From an optimization exercise on the open Yosys and OpenROAD flow, aimed at small area, a short achievable clock period and few clock cycles per item; shortcuts taken in it are not production practice. RTL that was checked went through simulation tests only; none was proved equivalent to the original. No functional check of the RTL was part of run 5.

==> flow/design.v, too long to show whole: its modules and the start of the top module <==
// module des_key_schedule: 29 lines
// module des_sbox: 31 lines
// module des_sbox1: 154 lines
// module des_sbox2: 146 lines
// module des_sbox3: 140 lines
// module des_sbox4: 158 lines
// module des_sbox5: 166 lines
// module des_sbox6: 156 lines
// module des_sbox7: 142 lines
// module des_sbox8: 162 lines
// module des_feistel: 29 lines
// module des_round: 25 lines
// module des_input_stage: 24 lines
// module des_output_stage: 16 lines
// module des: 56 lines
module des
(
    input  logic   clock,
    input  logic   rst,
    input  des_pkg::block_t key,
    input  des_pkg::block_t plaintext,
    input  logic   iv,
    output des_pkg::block_t ciphertext,
    output logic   ov
);
  // ...
==> flow/flow/run.sh <==
#!/bin/bash
# Own flow: the standard layout (standard.sh) with two changes.
# - Synthesis runs through flow/synth.tcl, which maps with flow/abc_map.script,
#   and without ORFS's half-adder extraction (ADDER_MAP_FILE empty).
# - The buffers ORFS puts on every input and output port are buf_4 cells
#   instead of the slow delay buffer ORFS picks by default.
# Each tool's output is in orfs/logs; make's own output goes to flow_make.log.
set -euo pipefail
W=$(pwd)
export FLOW_ABC_SCRIPT=$W/flow/abc_map.script
bash standard.sh finish SYNTH_SCRIPT=$W/flow/synth.tcl ADDER_MAP_FILE= \
  "BUFFER_PORTS_ARGS=-buffer_cell sky130_fd_sc_hd__buf_4" > $W/flow_make.log 2>&1
==> flow/flow/abc_map.script <==
strash
dch
map -D 1500
topo
stime -c
buffer -c
upsize -c
dnsize -c
stime -c
==> flow/flow/synth.tcl <==
# The standard synthesis script (synth_recipe.tcl), with one change: the
# technology-mapping abc call uses flow/abc_map.script (delay-targeted mapping
# with area recovery, then ABC's buffering and gate sizing) in place of ORFS's
# abc_speed.script. Registers are untouched, so they keep the standard
# synthesis's names and cells.
proc synth {args} { yosys synth -nofsm -noshare {*}$args }
proc abc {args} {
  set i [lsearch -exact $args -script]
  if { $i >= 0 } {
    lset args [expr { $i + 1 }] $::env(FLOW_ABC_SCRIPT)
  }
  yosys abc {*}$args
}
source $::env(SCRIPTS_DIR)/synth.tcl
# left out here: clear keep_hierarchy, flatten, clean up, hide names made inside functions, write 1_2_yosys.v
==> flow/standard.sh <==
#!/bin/bash
# synth_recipe.tcl (not shown) runs the flow's synth.tcl, then flattens the netlist and writes it again
# the make line also repeats each setting of config.mk as NAME=value (left out here)
make -C /OpenROAD-flow-scripts/flow DESIGN_CONFIG=/design/flow/config.mk WORK_HOME=/design/flow/orfs CLKGATE_MAP_FILE= SYNTH_SCRIPT=/design/flow/synth_recipe.tcl "${@:-finish}"
==> flow/config.mk <==
export PLATFORM = sky130hd
export DESIGN_NAME = des
export DESIGN_NICKNAME = des
export VERILOG_FILES = /design/flow/design.v
export SDC_FILE = /design/flow/constraint.sdc
export NUM_CORES = 4
export LEC_CHECK = 0
export CAP_MARGIN = 20
export CORE_MARGIN = 2
export CORE_UTILIZATION = 50
export CTS_CLUSTER_DIAMETER = 100
export CTS_CLUSTER_SIZE = 30
export SETUP_SLACK_MARGIN = 0.9
export SLEW_MARGIN = 20
==> flow/constraint.sdc <==
create_clock -name core_clock -period 3.5 [get_ports {clock}]
set_input_delay 0.7000 -clock core_clock [delete_from_list [all_inputs] [get_ports {clock}]]
set_output_delay 0.7000 -clock core_clock [all_outputs]
set_load 0.01 [all_outputs]
==> flow_metrics.py, run 1 <==
metrics = {
    "drt": {
        "dr.max_layer_used": "met4",
        "wl_met2_um": 166000,
        "drt_iter0_drc": 13405,
        "drcViolationCount": 0,
    },
    "sta": {
        "min_period_over_period": 0.7590,
        "hold_ws_ps": 40.96,
    },
    "place": {
        "dpl.hpwl_um": 291800,
        "dpl_cell_area_um2": 94810,
        "port_buffers": 187,
        "gp_congestion": 1.088,
    },
    "yosys": {
        "synth_ff_type": "dfxtp_1",
        "synth_mux_area_frac": 0,
        "synth-compound-area-share": 0.2152,
        "synthArstFlopShare": 0,
        "synth_edf_count": 0,
        "synthXorXnorAreaFrac": 0.07734,
    },
    "min_path": {
        "worstHoldStart": "key[12]",
        "holdPathEnd": "key_q[12]$_DFF_P_",
        "hold_depth": 1,
    },
    "grt": {
        "grt_start_max_net_pins": 31,
    },
    "final_layout": {
        "n_antenna_cell": 6,
        "nFillCells": 16813,
        "layout.nonclk_buf_frac": 0.04116,
        "fin_cells": 17073,
        "nFlopsAndLatches": 1329,
        "nNonClkInverters": 1858,
        "largest_cell_class": "multi-input gates",
    },
    "floorplanning": {
        "tap_cells": 2355,
        "core_um2": 178400,
    },
    "outcome": {
        "status": "complete, no violations",
    },
    "clocking": {
        "root_buffer": "clkbuf_16",
        "clock_latency_ps": 820,
    },
    "worst_setup_path": {
        "crit_slowest_cell": "dfxtp_1",
    },
}
Testbench counts, summed over its fixed seeds: cycles 8,728, items 8,192.
==> module des, before the edit <==
module des
(
    input  logic   clock,
    input  logic   rst,
    input  des_pkg::block_t key,
    input  des_pkg::block_t plaintext,
    input  logic   iv,
    output des_pkg::block_t ciphertext,
    output logic   ov
);
    localparam int KEY_COPIES = 4;
    localparam int ROUNDS_PER_COPY = ROUNDS / KEY_COPIES;
    logic [ROUNDS:1][SUBKEY_W-1:0] subkeys;
    logic [KEY_COPIES-1:0][BLOCK_W-1:0] key_q;
    logic [KEY_COPIES-1:0][ROUNDS:1][SUBKEY_W-1:0] copy_subkeys;
    logic [ROUNDS:0][BLOCK_W-1:0] state;
    logic [ROUNDS:0]       v;
    always_ff @(posedge clock) begin
        key_q[0] <= key;
        for (int c = 1; c < KEY_COPIES; c++) key_q[c] <= key_q[c-1];
    end
    for (genvar c = 0; c < KEY_COPIES; c++) begin : g_key
        des_key_schedule u_key_schedule (
            .key     (key_q[c]),
            .subkeys (copy_subkeys[c])
        );
        for (genvar r = c * ROUNDS_PER_COPY + 1; r <= (c + 1) * ROUNDS_PER_COPY; r++) begin : g_sel
            assign subkeys[r] = copy_subkeys[c][r];
        end
    end
    des_input_stage u_input_stage (
        .clock     (clock),
        .rst       (rst),
        .iv        (iv),
        .plaintext (plaintext),
        .out_valid (v[0]),
        .out_state (state[0])
    );
    for (genvar i = 1; i <= ROUNDS; i++) begin : g_round
        des_round u_round (
            .clock     (clock),
            .rst       (rst),
            .in_valid  (v[i-1]),
            .in_state  (state[i-1]),
            .subkey    (subkeys[i]),
            .out_valid (v[i]),
            .out_state (state[i])
        );
    end
    des_output_stage u_output_stage (
        .in_valid   (v[ROUNDS]),
        .in_state   (state[ROUNDS]),
        .ciphertext (ciphertext),
        .ov         (ov)
    );
endmodule
==> inputs of run 2 (changes only) <==
--- a/flow/design.v
+++ b/flow/design.v
@@ -1473,5 +1473,5 @@
     output logic   ov
 );
-    localparam int KEY_COPIES = 4;
+    localparam int KEY_COPIES = 2;
     localparam int ROUNDS_PER_COPY = ROUNDS / KEY_COPIES;
     logic [ROUNDS:1][SUBKEY_W-1:0] subkeys;
--- a/flow/config.mk
+++ b/flow/config.mk
@@ -8,5 +8,5 @@
 export CAP_MARGIN = 20
 export CORE_MARGIN = 2
-export CORE_UTILIZATION = 50
+export CORE_UTILIZATION = 40
 export CTS_CLUSTER_DIAMETER = 100
 export CTS_CLUSTER_SIZE = 30
==> flow_metrics.py, run 2 <==
metrics = {
    "yosys": {
        "avgSynthCellArea_um2": 6.257,
        "synthArstFlopShare": 0,
        "ys_ff_latch": 1217,
        "synth_top_area_frac": 0.2766,
        "synth_cell_types": 106,
        "yosysWarnings": 6,
        "synth_mux_area_frac": 0.0001137,
        "synth_common_cells": "3536 x nand2_1, 1983 x nor2_1, 1602 x inv_1, 1217 x dfxtp_1, 846 x o21ai_0",
        "synth_area_leaders": "dfxtp_1 28%, nand2_1 15%, nor2_1 8.5%",
        "synth_top_family_by_area": "simple AND/OR/NAND/NOR gates",
        "yosysSeqAreaShare": 0.2766,
        "synth_ff_type": "dfxtp_1",
        "synthXorXnorAreaFrac": 0.08045,
        "mappedNetlistArea_um2": 88070,
        "synth_largest_area_cell": "dfxtp_1",
        "synth_cells": 14076,
        "synth_edf_count": 0,
        "synth-compound-area-share": 0.2172,
        "synthAdderAreaFrac": 0,
        "syn-num-nets": 14207,
        "yosys.area_share.simple": 0.3406,
        "synth_most_common_cell": "nand2_1",
    },
    "clocking": {
        "root_buffer": "clkbuf_16",
        "clkTransAtPathRegs_ps": 110,
        "clock_latency_ps": 790,
        "clockBufferDepth": 3,
        "cts_tree": "built",
        "cts_buffers": 75,
        "cts-htree-levels": 3,
        "cts.sinks": 1217,
    },
    "floorplanning": {
        "die_x_um": 473.2,
        "boundaryPins": 196,
        "rows": 172,
        "initial_core_util": 0.4016,
        "die_h_um": 473.2,
        "core_um2": 219300,
        "die_area_um2": 224000,
    },
    "worst_setup_path": {
        "r2r_end": "g_round[4].u_round.out_state[28]$_DFF_P_",
        "cp.depth": 14,
        "required_ps": 4110,
        "cp-end-kind": "flop",
        "crit_path_start_kind": "flop",
        "critPathMaxStageDelay_ps": 460,
        "cp_max_fo": 6,
        "critPathBufInv": 2,
        "critical_path_class": "reg -> reg",
        "path_delay_family": "simple AND/OR/NAND/NOR gates",
        "worstReg2RegStart": "g_round[3].u_round.out_state[12]$_DFF_P_",
        "path_cells": "inv_1 -> nand2_1 -> nand2_4 -> inv_2 -> nor2_4 -> nor2_4 -> nand2_1 -> nand2_1 -> nor4_1 -> a31oi_1 -> nand2_1 -> nand2_2 -> o211ai_1 -> xor2_1",
        "r2r_slack_ps": 850,
        "r2r_cells": 14,
        "critical_path_arrival_ps": 3270,
        "crit_slowest_cell": "o211ai_1",
        "cpMostUsedCell": "nand2_1",
    },
    "drt": {
        "drcViolationCount": 0,
        "drt_iter0_drc": 12176,
        "viasPerCell": 5.772,
        "ant_nets": 0,
        "wire_per_inst_um": 22.51,
        "routed_wl_um": 397100,
        "dr_total_vias": 101802,
        "dr.pass1.iters": 10,
    },
    "final_layout": {
        "nets": 14826,
        "drive_gt1_frac": 0.1493,
        "nFillCells": 22101,
        "layout_common_cells": "3332 x nand2_1, 1878 x nor2_1, 1508 x inv_1, 1014 x dfxtp_1, 818 x o21ai_0",
        "top_register": "g_round.u_round.out_state",
        "area_delta_synth_final_pct": 17.31,
        "largest_register_ffs": 1024,
        "top_regs": "g_round.u_round.out_state (1024), key_q (112), u_input_stage.out_state (64)",
        "layout_commonest_cell": "nand2_1",
        "fin_cells": 17638,
    },
    "grt": {
        "grt_pass1_wl_um": 569200,
        "grtUsageMet1": 0.3745,
        "grt_overflow": 0,
        "use_met3": 0.04524,
        "first_global_vias": 90481,
        "antenna_found_initial": 10,
        "busiest_layer": "met2",
        "track_usage": 0.3354,
        "grt_start_max_net_pins": 31,
        "met2_usage": 0.5336,
    },
    "sta": {
        "finalHoldViolations": 0,
        "tightest_slew_ps": 1154,
        "tns_ps": 0,
        "min_period_ps": 2653,
        "drv_slew": 0,
        "setup-violations-final": 0,
        "fmax_mhz": 376.9,
        "rsz0062_at_grt": "true",
        "relSlewSlack": 0.2271,
        "fin_skew_ps": 53.01,
        "min_period_over_period": 0.7581,
    },
    "place": {
        "dpl.hpwl_um": 315500,
        "place_inst": 17274,
        "port_buffers": 187,
        "gp_congestion": 1.061,
    },
    "min_path": {
        "hold_depth": 1,
        "holdPathEnd": "key_q[33]$_DFF_P_",
        "min_path_type": "in -> reg",
        "worstHoldStart": "key[33]",
    },
    "run": {
        "cap_violations": 0,
    },
    "outcome": {
        "status": "complete, no violations",
    },
}
==> run 2: changes by cell type after synthesis, moves of 28 or more <==
cell,delta
or2_1,+43
or2_2,-74
nor3_1,-40
buf_2,+62
o21ai_1,+28
dfxtp_1,-112
nand2_2,+69
inv_2,+107
inv_1,-186
buf_4,+37
nand3_1,+34
==> run 2: timing repair <==
| item | CTS | global route |
|---|---|---|
| hold endpoints to repair | 104 | 0 |
| hold buffers | 104 | 0 |
| gates resized for setup | 266 | 972 |
| gates cloned | 0 | 1 |
| buffers inserted | 11 | 99 |
| pin swaps | 9 | 90 |
| setup endpoints to repair | 314 | 346 |
==> run 2: kinds of logic (layout without fill, tap and decap cells) <==
kind of cell | after synthesis | after routing
AO/OA/AOI/OAI | 3021 | 3021
XOR/XNOR | 761 | 761
buffers and inverters | 1918 | 2600
flip-flops | 1217 | 1217
multiplexers | 1 | 1
other | 0 | 9
AND/OR/NAND/NOR | 7158 | 7158
==> run 2: per-stage QoR <==
| step | hold WS [ps] | utilization | setup WS (ps) | cell area [um^2] |
|---|---|---|---|---|
| 6_report | 45.82 | 0.4711 | 846.5 | 103300 |
| 5_1_grt | 11.96 | 0.4711 | 771.6 | 103300 |
| 4_1_cts | 0.3694 | 0.4522 | 805.2 | 99160 |
| 3_5_place_dp | 352.5 | 0.4305 | 461.5 | 94420 |
| 3_3_place_gp | 351.3 | 0.4305 | 412.3 | 94420 |
| 2_1_floorplan | 325.8 | - | 1396 | 88070 |
==> run 2: layout make-up <==
type                       instances  area (um^2)  share of cell area
antenna                            9        22.52           0.0002180
clock buffer                      79         1944             0.01882
clock inverter                    61        970.9            0.009397
inverter                        1774         6885             0.06664
multi-input combinational      10941        59170              0.5727
sequential                      1217        24810              0.2401
tap                             2871         3592             0.03477
timing repair buffer             686         5928             0.05738
==> run 2: how the worst max path moves through the flow <==
stage                                             start                                   endpoint  slack, ps
2_1_floorplan                         key_q[19]$_DFF_P_   g_round[1].u_round.out_state[17]$_DFF_P_       1400
3_3_place_gp                         key_q[105]$_DFF_P_   g_round[12].u_round.out_state[7]$_DFF_P_        410
3_5_place_dp                         key_q[105]$_DFF_P_   g_round[12].u_round.out_state[7]$_DFF_P_        460
4_1_cts                               key_q[81]$_DFF_P_  g_round[15].u_round.out_state[17]$_DFF_P_        810
5_1_grt                               key_q[44]$_DFF_P_   g_round[2].u_round.out_state[24]$_DFF_P_        770
6_report       g_round[3].u_round.out_state[12]$_DFF_P_   g_round[4].u_round.out_state[28]$_DFF_P_        850
==> run 2: metal layers <==
metal / vias to the layer above / wire (um)
met5: - / 31
met4: 4 / 51760
met3: 1436 / 31580
met2: 6294 / 173300
met1: 45646 / 140300
li1: 48422 / -
Testbench counts of run 2, summed over its fixed seeds: cycles 8,728, items 8,192.
==> inputs of run 3 (changes only) <==
--- a/flow/design.v
+++ b/flow/design.v
@@ -1473,5 +1473,5 @@
     output logic   ov
 );
-    localparam int KEY_COPIES = 2;
+    localparam int KEY_COPIES = 4;
     localparam int ROUNDS_PER_COPY = ROUNDS / KEY_COPIES;
     logic [ROUNDS:1][SUBKEY_W-1:0] subkeys;
--- a/flow/config.mk
+++ b/flow/config.mk
@@ -9,6 +9,7 @@
 export CORE_MARGIN = 2
 export CORE_UTILIZATION = 40
-export CTS_CLUSTER_DIAMETER = 100
-export CTS_CLUSTER_SIZE = 30
+export CTS_CLUSTER_DIAMETER = 60
+export CTS_CLUSTER_SIZE = 20
+export PLACE_DENSITY = 0.8
 export SETUP_SLACK_MARGIN = 0.9
 export SLEW_MARGIN = 20
==> flow_metrics.py, run 3 <==
metrics = {
    "place": {
        "dpl.hpwl_um": 265900,
        "dpl_worst_slack_ps": 525.0,
        "port_buffers": 187,
        "dpl_cell_area_um2": 95250,
        "gp_congestion": 1.077,
        "place_inst": 17346,
    },
    "yosys": {
        "synth_common_cells": "3545 x nand2_1, 1970 x nor2_1, 1788 x inv_1, 1329 x dfxtp_1, 863 x o21ai_0",
        "synthArstFlopShare": 0,
        "mappedNetlistArea_um2": 89690,
        "synth-compound-area-share": 0.2152,
        "syn-num-nets": 14286,
        "ys_ff_latch": 1329,
        "yosys.area_share.simple": 0.3299,
        "synth_cells": 14155,
        "yosysSeqAreaShare": 0.2966,
        "synth_mux_area_frac": 0,
        "synth_edf_count": 0,
        "avgSynthCellArea_um2": 6.336,
        "synth_cell_types": 93,
        "synth_area_leaders": "dfxtp_1 30%, nand2_1 15%, nor2_1 8.2%",
        "yosysWarnings": 6,
        "synthXorXnorAreaFrac": 0.07734,
        "synth_top_area_frac": 0.2966,
        "synth_largest_area_cell": "dfxtp_1",
        "synth_most_common_cell": "nand2_1",
        "synthAdderAreaFrac": 0,
        "synth_ff_type": "dfxtp_1",
        "synth_top_family_by_area": "simple AND/OR/NAND/NOR gates",
    },
    "grt": {
        "grt_pass1_wl_um": 507800,
        "antenna_found_initial": 5,
        "grt_overflow": 0,
        "first_global_vias": 89323,
        "grt_start_max_net_pins": 21,
        "track_usage": 0.2797,
    },
    "clocking": {
        "clockBufferDepth": 3,
        "cts-htree-levels": 3,
        "root_buffer": "clkbuf_16",
        "cts.sinks": 1329,
        "cts_tree": "built",
        "cts_buffers": 112,
        "clkTransAtPathRegs_ps": 80,
        "clock_latency_ps": 820,
    },
    "worst_setup_path": {
        "crit_path_start_kind": "flop",
        "critical_path_class": "reg -> reg",
        "required_ps": 4190,
        "cp_max_fo": 8,
        "critical_path_arrival_ps": 3280,
        "cp-end-kind": "flop",
    },
    "drt": {
        "dr_total_vias": 102142,
        "drcViolationCount": 0,
        "viasPerCell": 5.766,
        "drt_iter0_drc": 13736,
        "routed_wl_um": 341500,
        "wire_per_inst_um": 19.28,
        "ant_nets": 0,
        "dr.pass1.iters": 9,
    },
    "final_layout": {
        "layout_commonest_cell": "nand2_1",
        "layout_common_cells": "3422 x nand2_1, 1865 x nor2_1, 1725 x inv_1, 1059 x dfxtp_1, 847 x o21ai_0",
        "largest_register_ffs": 1024,
        "finalInstanceArea_um2": 103300,
        "fin_cells": 17715,
        "area_delta_synth_final_pct": 15.13,
        "drive_gt1_frac": 0.1176,
        "nets": 14777,
        "top_register": "g_round.u_round.out_state",
        "top_regs": "g_round.u_round.out_state (1024), key_q (224), u_input_stage.out_state (64)",
        "nFillCells": 21955,
    },
    "floorplanning": {
        "rows": 173,
        "initial_core_util": 0.4031,
        "die_h_um": 477.5,
        "die_x_um": 477.5,
        "boundaryPins": 196,
        "die_area_um2": 228000,
        "core_um2": 222500,
    },
    "outcome": {
        "status": "complete, no violations",
    },
    "sta": {
        "relSlewSlack": 0.4017,
        "tns_ps": 0,
        "fmax_mhz": 385.9,
        "min_period_over_period": 0.7404,
        "finalHoldViolations": 0,
        "tightest_slew_ps": 893.5,
        "rsz0062_at_grt": "true",
        "fin_skew_ps": 58.02,
        "fin_ws_ps": 908.5,
        "min_period_ps": 2591,
        "setup-violations-final": 0,
        "drv_slew": 0,
    },
    "run": {
        "cap_violations": 0,
    },
    "min_path": {
        "min_path_type": "in -> reg",
    },
}
-- run 3: changes by cell type after synthesis, moves of 34 or more --
cell / previous run / this run
nand3_1: 596 / 562
or2_1: 87 / 44
buf_4: 38 / 1
or2_2: 197 / 271
nand2_2: 118 / 49
buf_2: 81 / 19
inv_2: 150 / 43
nor3_1: 271 / 311
dfxtp_1: 1217 / 1329
inv_1: 1602 / 1788
-- run 3: what timing repair did --
action,4_1_cts,5_1_grt
endpoints found under the hold margin,114,1
endpoints found under the setup margin,124,324
hold buffers,114,1
pin swaps,11,45
setup buffers,0,46
gates resized for setup,151,714
-- run 3: cell families (layout without fill, tap and decap cells) --
family          count (synthesis)  count (layout)
other cells                     0               2
flops                        1329            1329
compound gates               3050            3050
buf+inv                      1924            2507
xor+xnor                      756             756
simple gates                 7096            7096
-- run 3: cell type report --
cell class	instances	area, um^2	area share
multi-input cells	10902	57720	0.5589
flip-flops and latches	1329	27080	0.2623
inverters	1857	7015	0.06794
well taps	2975	3722	0.03605
repair buffers	444	3625	0.03510
clock buffers	127	2960	0.02867
clock inverters	79	1132	0.01097
diodes	2	5.005	0.00004847
-- run 3: through the flow --
stage	util	hold WS, ps
floorplan	-	325.8
global placement	0.4280	346.0
detailed placement	0.4280	350.7
CTS	0.4531	0.6476
global route	0.4640	0.9519
finish	0.4640	32.36
-- run 3: worst paths after layout --
kind / to / depth (start not counted) / startpoint / slack [ps]
min: u_input_stage.out_state[3]$_DFF_P_ / 1 / plaintext[33] / 30
max: g_round[3].u_round.out_state[30]$_DFF_P_ / 9 / g_round[2].u_round.out_state[25]$_DFF_P_ / 910
min reg2reg: g_round[14].u_round.out_state[58]$_DFF_P_ / 0 / g_round[13].u_round.out_state[26]$_DFF_P_ / 350
max reg2reg: g_round[3].u_round.out_state[30]$_DFF_P_ / 9 / g_round[2].u_round.out_state[25]$_DFF_P_ / 910
-- run 3: critical path, cell delays in order (launching register included) --
cell      delay [ps]
dfxtp_1          690
or2_2            210
nand2_1          140
inv_1            250
nor2_1           120
nor3_1           180
o21ai_0          140
o21ai_0          340
o311ai_0         220
xor2_1           190
-- run 3: metal layers --
layer	GRT usage	share of wire	vias to the layer above
li1	-	-	48401
met1	0.3256	0.36	45295
met2	0.4372	0.43	6981
met3	0.04208	0.093	1463
met4	0.2688	0.12	2
met5	0	0.000026	-
Testbench counts of run 3, summed over its fixed seeds: cycles 8,728, items 8,192.
==> inputs of run 4 (changes only) <==
--- a/flow/config.mk
+++ b/flow/config.mk
@@ -9,6 +9,6 @@
 export CORE_MARGIN = 2
 export CORE_UTILIZATION = 40
-export CTS_CLUSTER_DIAMETER = 60
-export CTS_CLUSTER_SIZE = 20
+export CTS_CLUSTER_DIAMETER = 80
+export CTS_CLUSTER_SIZE = 24
 export PLACE_DENSITY = 0.8
 export SETUP_SLACK_MARGIN = 0.9
==> flow_metrics.py, run 4 <==
metrics = {
    "worst_setup_path": {
        "crit_slowest_cell": "o211ai_1",
        "r2r_slack_ps": 890,
        "path_cells": "inv_1 -> nand2_1 -> nand2_4 -> nor2_1 -> nor2_2 -> nor2_1 -> inv_1 -> o21ai_0 -> nand2_1 -> o211ai_1 -> xor2_1",
        "critical_path_arrival_ps": 3220,
        "required_ps": 4110,
        "path_delay_family": "compound AO/OA/AOI/OAI gates",
        "r2r_cells": 11,
        "critPathBufInv": 2,
        "critPathMaxStageDelay_ps": 610,
        "critical_path_class": "reg -> reg",
        "cp_max_fo": 10,
        "cp-end-kind": "flop",
        "crit_path_start_kind": "flop",
        "worstReg2RegStart": "g_round[12].u_round.out_state[12]$_DFF_P_",
        "r2r_end": "g_round[13].u_round.out_state[28]$_DFF_P_",
    },
    "final_layout": {
        "largest_register_ffs": 1024,
        "layout_commonest_cell": "nand2_1",
        "layout_common_cells": "3429 x nand2_1, 1875 x nor2_1, 1729 x inv_1, 1053 x dfxtp_1, 850 x o21ai_0",
        "finalInstanceArea_um2": 100600,
        "nets": 14619,
        "area_delta_synth_final_pct": 12.17,
        "top_regs": "g_round.u_round.out_state (1024), key_q (224), u_input_stage.out_state (64)",
        "nFillCells": 22364,
        "drive_gt1_frac": 0.1116,
        "top_register": "g_round.u_round.out_state",
    },
    "clocking": {
        "cts.sinks": 1329,
        "cts_buffers": 81,
        "cts-htree-levels": 3,
        "clkTransAtPathRegs_ps": 100,
        "clockBufferDepth": 3,
        "clock_latency_ps": 780,
        "cts_tree": "built",
        "root_buffer": "clkbuf_16",
    },
    "place": {
        "gp_congestion": 1.077,
        "dpl_worst_slack_ps": 525.0,
        "port_buffers": 187,
        "dpl.hpwl_um": 265900,
        "dpl_cell_area_um2": 95250,
    },
    "grt": {
        "antenna_found_initial": 2,
        "grt_overflow": 0,
        "grt_start_max_net_pins": 25,
        "first_global_vias": 88007,
        "grt_pass1_wl_um": 499000,
        "track_usage": 0.2750,
    },
    "drt": {
        "viasPerCell": 5.761,
        "ant_nets": 0,
        "dr_total_vias": 100917,
        "routed_wl_um": 335600,
        "wire_per_inst_um": 19.16,
        "drt_iter0_drc": 13498,
        "drcViolationCount": 0,
        "dr.pass1.iters": 12,
    },
    "sta": {
        "relSlewSlack": 0.4025,
        "rsz0062_at_grt": "true",
        "hold_ws_ps": 23.42,
        "tns_ps": 0,
        "fmax_mhz": 382.9,
        "fin_skew_ps": 50.64,
        "finalHoldViolations": 0,
        "min_period_over_period": 0.7462,
        "min_period_ps": 2612,
        "setup-violations-final": 0,
        "drv_slew": 0,
        "tightest_slew_ps": 892.3,
        "fin_ws_ps": 888.2,
    },
    "yosys": {
        "yosysSeqAreaShare": 0.2966,
        "mappedNetlistArea_um2": 89690,
        "synth_cell_types": 93,
        "synth_top_area_frac": 0.2966,
        "synth_largest_area_cell": "dfxtp_1",
        "synth_edf_count": 0,
        "avgSynthCellArea_um2": 6.336,
        "ys_ff_latch": 1329,
        "synthArstFlopShare": 0,
        "synth_common_cells": "3545 x nand2_1, 1970 x nor2_1, 1788 x inv_1, 1329 x dfxtp_1, 863 x o21ai_0",
        "syn-num-nets": 14286,
        "synth_cells": 14155,
        "yosysWarnings": 6,
        "synth_area_leaders": "dfxtp_1 30%, nand2_1 15%, nor2_1 8.2%",
        "synth_ff_type": "dfxtp_1",
        "synth_most_common_cell": "nand2_1",
    },
    "floorplanning": {
        "die_h_um": 477.5,
        "core_um2": 222500,
        "rows": 173,
        "initial_core_util": 0.4031,
        "die_x_um": 477.5,
        "die_area_um2": 228000,
        "boundaryPins": 196,
    },
    "min_path": {
        "min_path_type": "in -> reg",
        "worstHoldStart": "plaintext[37]",
        "hold_depth": 1,
        "holdPathEnd": "u_input_stage.out_state[19]$_DFF_P_",
    },
    "outcome": {
        "status": "complete, no violations",
    },
    "run": {
        "cap_violations": 0,
    },
}
## run 4: cells by family (layout without fill, tap and decap cells)
family,count (synthesis),in the layout,synth area share
AOI/OAI and AO/OA,3050,3050,0.2152
xor gates and xnor gates,756,756,0.07734
buffers and inverters,1924,2307,0.08100
DFF,1329,1329,0.2966
other,0,3,0
and+or+nand+nor,7096,7096,0.3299
## run 4: worst max path at each step
stage	start	endpoint	slack, ps	cells past startpoint
4_1_cts	key_q[250]$_DFF_P_	g_round[13].u_round.out_state[25]$_DFF_P_	840	14
5_1_grt	g_round[1].u_round.out_state[1]$_DFF_P_	g_round[2].u_round.out_state[17]$_DFF_P_	760	11
2_1_floorplan	key_q[154]$_DFF_P_	g_round[9].u_round.out_state[10]$_DFF_P_	1350	10
6_report	g_round[12].u_round.out_state[12]$_DFF_P_	g_round[13].u_round.out_state[28]$_DFF_P_	890	11
3_3_place_gp	key_q[74]$_DFF_P_	g_round[5].u_round.out_state[21]$_DFF_P_	670	11
3_5_place_dp	key_q[74]$_DFF_P_	g_round[5].u_round.out_state[21]$_DFF_P_	530	11
## run 4: layer usage
layer	up-vias	GRT usage	routed length [um]	share of wire
li1	48005	-	-	-
met1	44649	0.3224	122200	0.36
met2	6884	0.4270	143000	0.43
met3	1379	0.03629	30350	0.090
met4	0	0.2729	40020	0.12
met5	-	0	0	0
## run 4: worst reg2reg max path, delay by kind of cell (launching register included)
| family | cells | cell delay, ps |
|---|---|---|
| AOI/OAI and AO/OA | 2 | 790 |
| xor gates and xnor gates | 1 | 190 |
| buffers and inverters | 2 | 230 |
| DFF | 1 | 460 |
| and+or+nand+nor | 6 | 780 |
## run 4: area by class of cell
cell class                 count  area, um^2  area share
sequential                  1329       27110      0.2694
antenna                        3       7.507  0.00007462
multi-input combinational  10902       57610      0.5727
timing repair buffer         317        2397     0.02383
clock inverter                49       679.4    0.006753
clock buffer                  84        2069     0.02057
inverter                    1857        7010     0.06968
tap                         2975        3722     0.03700
## run 4: what timing repair did
item | 4_1_cts | 5_1_grt
setup buffers | 0 | 27
setup endpoints to repair | 131 | 322
pin swaps | 10 | 31
hold buffers | 7 | 0
hold endpoints to repair | 7 | 0
gates resized for setup | 154 | 685
## run 4: stage by stage
step,util,std cells
finish,0.4521,17516
global route,0.4521,17513
CTS,0.4422,17486
detailed placement,0.4280,17346
global placement,0.4280,17346
floorplan,-,14155
==> inputs of run 5 (changes only) <==
--- a/flow/design.v
+++ b/flow/design.v
@@ -1473,24 +1473,13 @@
     output logic   ov
 );
-    localparam int KEY_COPIES = 4;
-    localparam int ROUNDS_PER_COPY = ROUNDS / KEY_COPIES;
     logic [ROUNDS:1][SUBKEY_W-1:0] subkeys;
-    logic [KEY_COPIES-1:0][BLOCK_W-1:0] key_q;
-    logic [KEY_COPIES-1:0][ROUNDS:1][SUBKEY_W-1:0] copy_subkeys;
+    logic [BLOCK_W-1:0]  key_q;
     logic [ROUNDS:0][BLOCK_W-1:0] state;
     logic [ROUNDS:0]       v;
-    always_ff @(posedge clock) begin
-        key_q[0] <= key;
-        for (int c = 1; c < KEY_COPIES; c++) key_q[c] <= key_q[c-1];
-    end
-    for (genvar c = 0; c < KEY_COPIES; c++) begin : g_key
-        des_key_schedule u_key_schedule (
-            .key     (key_q[c]),
-            .subkeys (copy_subkeys[c])
-        );
-        for (genvar r = c * ROUNDS_PER_COPY + 1; r <= (c + 1) * ROUNDS_PER_COPY; r++) begin : g_sel
-            assign subkeys[r] = copy_subkeys[c][r];
-        end
-    end
+    always_ff @(posedge clock) key_q <= key;
+    des_key_schedule u_key_schedule (
+        .key     (key_q),
+        .subkeys (subkeys)
+    );
     des_input_stage u_input_stage (
         .clock     (clock),
==> flow/flow/run.sh (replaced) <==
#!/bin/bash
# Own flow: the standard layout (standard.sh) with its synthesis run through
# flow/synth.tcl: every module is mapped on its own (SYNTH_HIERARCHICAL with no
# size threshold, flattened before the layout as usual, no pass-through buffers,
# no half-adder extraction)
# with an area-oriented abc script. Each tool's output is in orfs/logs; make's
# own output goes to flow_make.log.
set -euo pipefail
W=$(pwd)
export FLOW_ABC_SCRIPT=$W/flow/abc_map.script
bash standard.sh finish SYNTH_SCRIPT=$W/flow/synth.tcl SYNTH_HIERARCHICAL=1 \
  SYNTH_MINIMUM_KEEP_SIZE=0 SYNTH_INSBUF=0 ADDER_MAP_FILE= > $W/flow_make.log 2>&1
==> flow/flow/abc_map.script (replaced) <==
strash
dch
map -a
==> flow/flow/synth.tcl (replaced) <==
# The standard synthesis script (synth_recipe.tcl) with two changes, neither of
# which touches a register: Yosys's synth runs without its generic abc pass
# (-noabc), so the gate structure written in the RTL reaches technology mapping
# as it is; and the mapping abc call uses flow/abc_map.script (area-oriented
# mapping) in place of ORFS's abc_speed.script.
proc synth {args} { yosys synth -nofsm -noshare -noabc {*}$args }
proc abc {args} {
  set i [lsearch -exact $args -script]
  if { $i >= 0 } {
    lset args [expr { $i + 1 }] $::env(FLOW_ABC_SCRIPT)
  }
  yosys abc {*}$args
}
source $::env(SCRIPTS_DIR)/synth.tcl
# left out here: clear keep_hierarchy, flatten, clean up, hide names made inside functions, write 1_2_yosys.v
--- a/flow/config.mk
+++ b/flow/config.mk
@@ -9,7 +9,4 @@
 export CORE_MARGIN = 2
 export CORE_UTILIZATION = 40
-export CTS_CLUSTER_DIAMETER = 80
-export CTS_CLUSTER_SIZE = 24
-export PLACE_DENSITY = 0.8
-export SETUP_SLACK_MARGIN = 0.9
+export SETUP_SLACK_MARGIN = 1.0
 export SLEW_MARGIN = 20
==> flow_metrics.py, run 5 <==
metrics = {
    "drt": {
        "routed_wl_um": 430900,
        "wire_per_inst_um": 23.83,
        "drt_iter0_drc": 13455,
        "ant_nets": 0,
        "drcViolationCount": 0,
        "viasPerCell": 5.949,
        "dr.pass1.iters": 9,
        "dr_total_vias": 107562,
    },
    "floorplanning": {
        "die_x_um": 455.2,
        "rows": 165,
        "die_h_um": 455.2,
        "die_area_um2": 207200,
        "core_um2": 202300,
        "initial_core_util": 0.4026,
        "boundaryPins": 196,
    },
    "grt": {
        "track_usage": 0.3697,
        "first_global_vias": 96225,
        "grtUsageMet1": 0.3929,
        "busiest_layer": "met2",
        "grt_overflow": 0,
        "grt_start_max_net_pins": 18,
        "use_met3": 0.06069,
        "grt_pass1_wl_um": 584100,
        "met2_usage": 0.6105,
        "antenna_found_initial": 2,
    },
    "sta": {
        "fmax_mhz": 350.7,
        "tightest_slew_ps": 853.6,
        "fin_skew_ps": 28.33,
        "tns_ps": 0,
        "drv_slew": 0,
        "min_period_over_period": 0.8146,
        "hold_ws_ps": 307.0,
        "min_period_ps": 2851,
        "finalHoldViolations": 0,
        "relSlewSlack": 0.4284,
        "fin_ws_ps": 648.9,
        "setup-violations-final": 0,
        "rsz0062_at_grt": "true",
    },
    "clocking": {
        "cts.sinks": 1161,
        "cts-htree-levels": 4,
        "cts_tree": "built",
        "root_buffer": "clkbuf_16",
        "cts_buffers": 143,
        "clock_latency_ps": 830,
        "clkTransAtPathRegs_ps": 60,
        "clockBufferDepth": 3,
    },
    "yosys": {
        "synth_cells": 12347,
        "syn-num-nets": 12478,
        "avgSynthCellArea_um2": 6.596,
        "mappedNetlistArea_um2": 81450,
        "yosysWarnings": 12,
    },
    "place": {
        "port_buffers": 187,
        "place_inst": 16399,
        "gp_congestion": 1.043,
        "dpl_cell_area_um2": 96960,
        "dpl.hpwl_um": 291700,
        "dpl_worst_slack_ps": 275.8,
    },
    "worst_setup_path": {
        "path_cells": "buf_6 -> buf_12 -> xor2_1 -> buf_4 -> buf_12 -> nor2_4 -> nor4_2 -> a31oi_1 -> o2111ai_2 -> a31oi_2 -> o31ai_2 -> xor2_1",
        "critPathBufInv": 4,
        "critPathMaxStageDelay_ps": 470,
        "cp_max_fo": 5,
        "crit_path_start_kind": "flop",
        "cp-end-kind": "flop",
        "r2r_slack_ps": 650,
        "path_delay_family": "compound AO/OA/AOI/OAI gates",
        "crit_slowest_cell": "dfxtp_4",
        "critical_path_class": "reg -> reg",
        "critical_path_arrival_ps": 3580,
        "required_ps": 4220,
    },
    "min_path": {
        "min_path_type": "in -> reg",
    },
    "final_layout": {
        "drive_gt1_frac": 0.4088,
        "top_register": "g_round.u_round.out_state",
        "nFillCells": 15777,
        "finalInstanceArea_um2": 135300,
        "area_delta_synth_final_pct": 66.15,
        "nets": 15430,
        "top_regs": "g_round.u_round.out_state (1024), u_input_stage.out_state (64), key_q (56)",
        "fin_cells": 18081,
        "layout_common_cells": "2014 x buf_4, 1588 x nor2_1, 1049 x nand2_1, 971 x dfxtp_1, 904 x clkinv_1",
        "largest_register_ffs": 1024,
        "layout_commonest_cell": "buf_4",
    },
    "outcome": {
        "status": "complete, no violations",
    },
    "run": {
        "cap_violations": 0,
    },
}
## run 5: worst paths after layout
path / start / to / cells after the start
worst min-delay path: key[18] / key_q[18]$_DFF_P_ / 1
worst max-delay path: key_q[2]$_DFF_P_ / g_round[12].u_round.out_state[10]$_DFF_P_ / 12
worst min register to register: g_round[12].u_round.out_state[10]$_DFF_P_ / g_round[13].u_round.out_state[42]$_DFF_P_ / 0
worst max register to register: key_q[2]$_DFF_P_ / g_round[12].u_round.out_state[10]$_DFF_P_ / 12
## run 5: per-layer routing
metal	wire, um	vias up
li1	-	48043
met1	143100	49760
met2	198400	7540
met3	34600	2219
met4	54790	0
met5	0	-
## run 5: cell type report
type	instances	area, um^2	area share
Inverter	1729	7380	0.05453
Sequential cell	1161	23660	0.1748
Multi-Input combinational cell	9457	69970	0.5171
Timing Repair Buffer	2807	26000	0.1921
Tap cell	2672	3343	0.02471
Antenna cell	4	10.01	0.00007397
Clock inverter	65	882.1	0.006518
Clock buffer	186	4079	0.03014
## run 5: per-stage QoR
step / utilization
final: 0.6689
after global routing: 0.6688
after CTS: 0.5771
after detailed placement: 0.4793
after global placement: 0.4793
after floorplan: -
## run 5: repair_timing
action	4_1_cts	5_1_grt
gates cloned	9	3
pin swaps	295	845
gates resized for setup	1956	3223
setup buffers	613	802
hold buffers	0	0
endpoints found under the setup margin	486	459

==> static timing again, ports no longer ideal <==
How much do the figures lean on ideal ports? The routed layouts below were timed once more, with nothing changed but the port constraints.
Step 1, drivers: a clkbuf_16 drives clock and a buf_2 each remaining input, both assumed.
Step 2 also shifts input and output timing later by t, the mid clock arrival at the registers, as if the neighbouring blocks saw the same clock.
a / b / c = no drivers / after step 1 / after step 2; a / b = the first two.
run	t, ns	setup slack, ns	worst hold slack (ns)	latest minus earliest clock arrival (ns)	cell pins on the clock port's net
run 1	0.894	0.844 / 0.844 / 0.844	0.041 / -0.030 / 0.356	0.040 / 0.040	1
run 2	0.865	0.847 / 0.847 / 0.847	0.046 / -0.025 / 0.362	0.058 / 0.059	1
run 3	0.885	0.909 / 0.909 / 0.909	0.032 / -0.028 / 0.353	0.064 / 0.064	1
run 4	0.841	0.888 / 0.888 / 0.888	0.023 / -0.038 / 0.356	0.056 / 0.057	1
run 5	0.915	0.649 / 0.649 / 0.649	0.307 / 0.230 / 0.353	0.032 / 0.033	1
After both steps setup and hold are still met in every run listed.
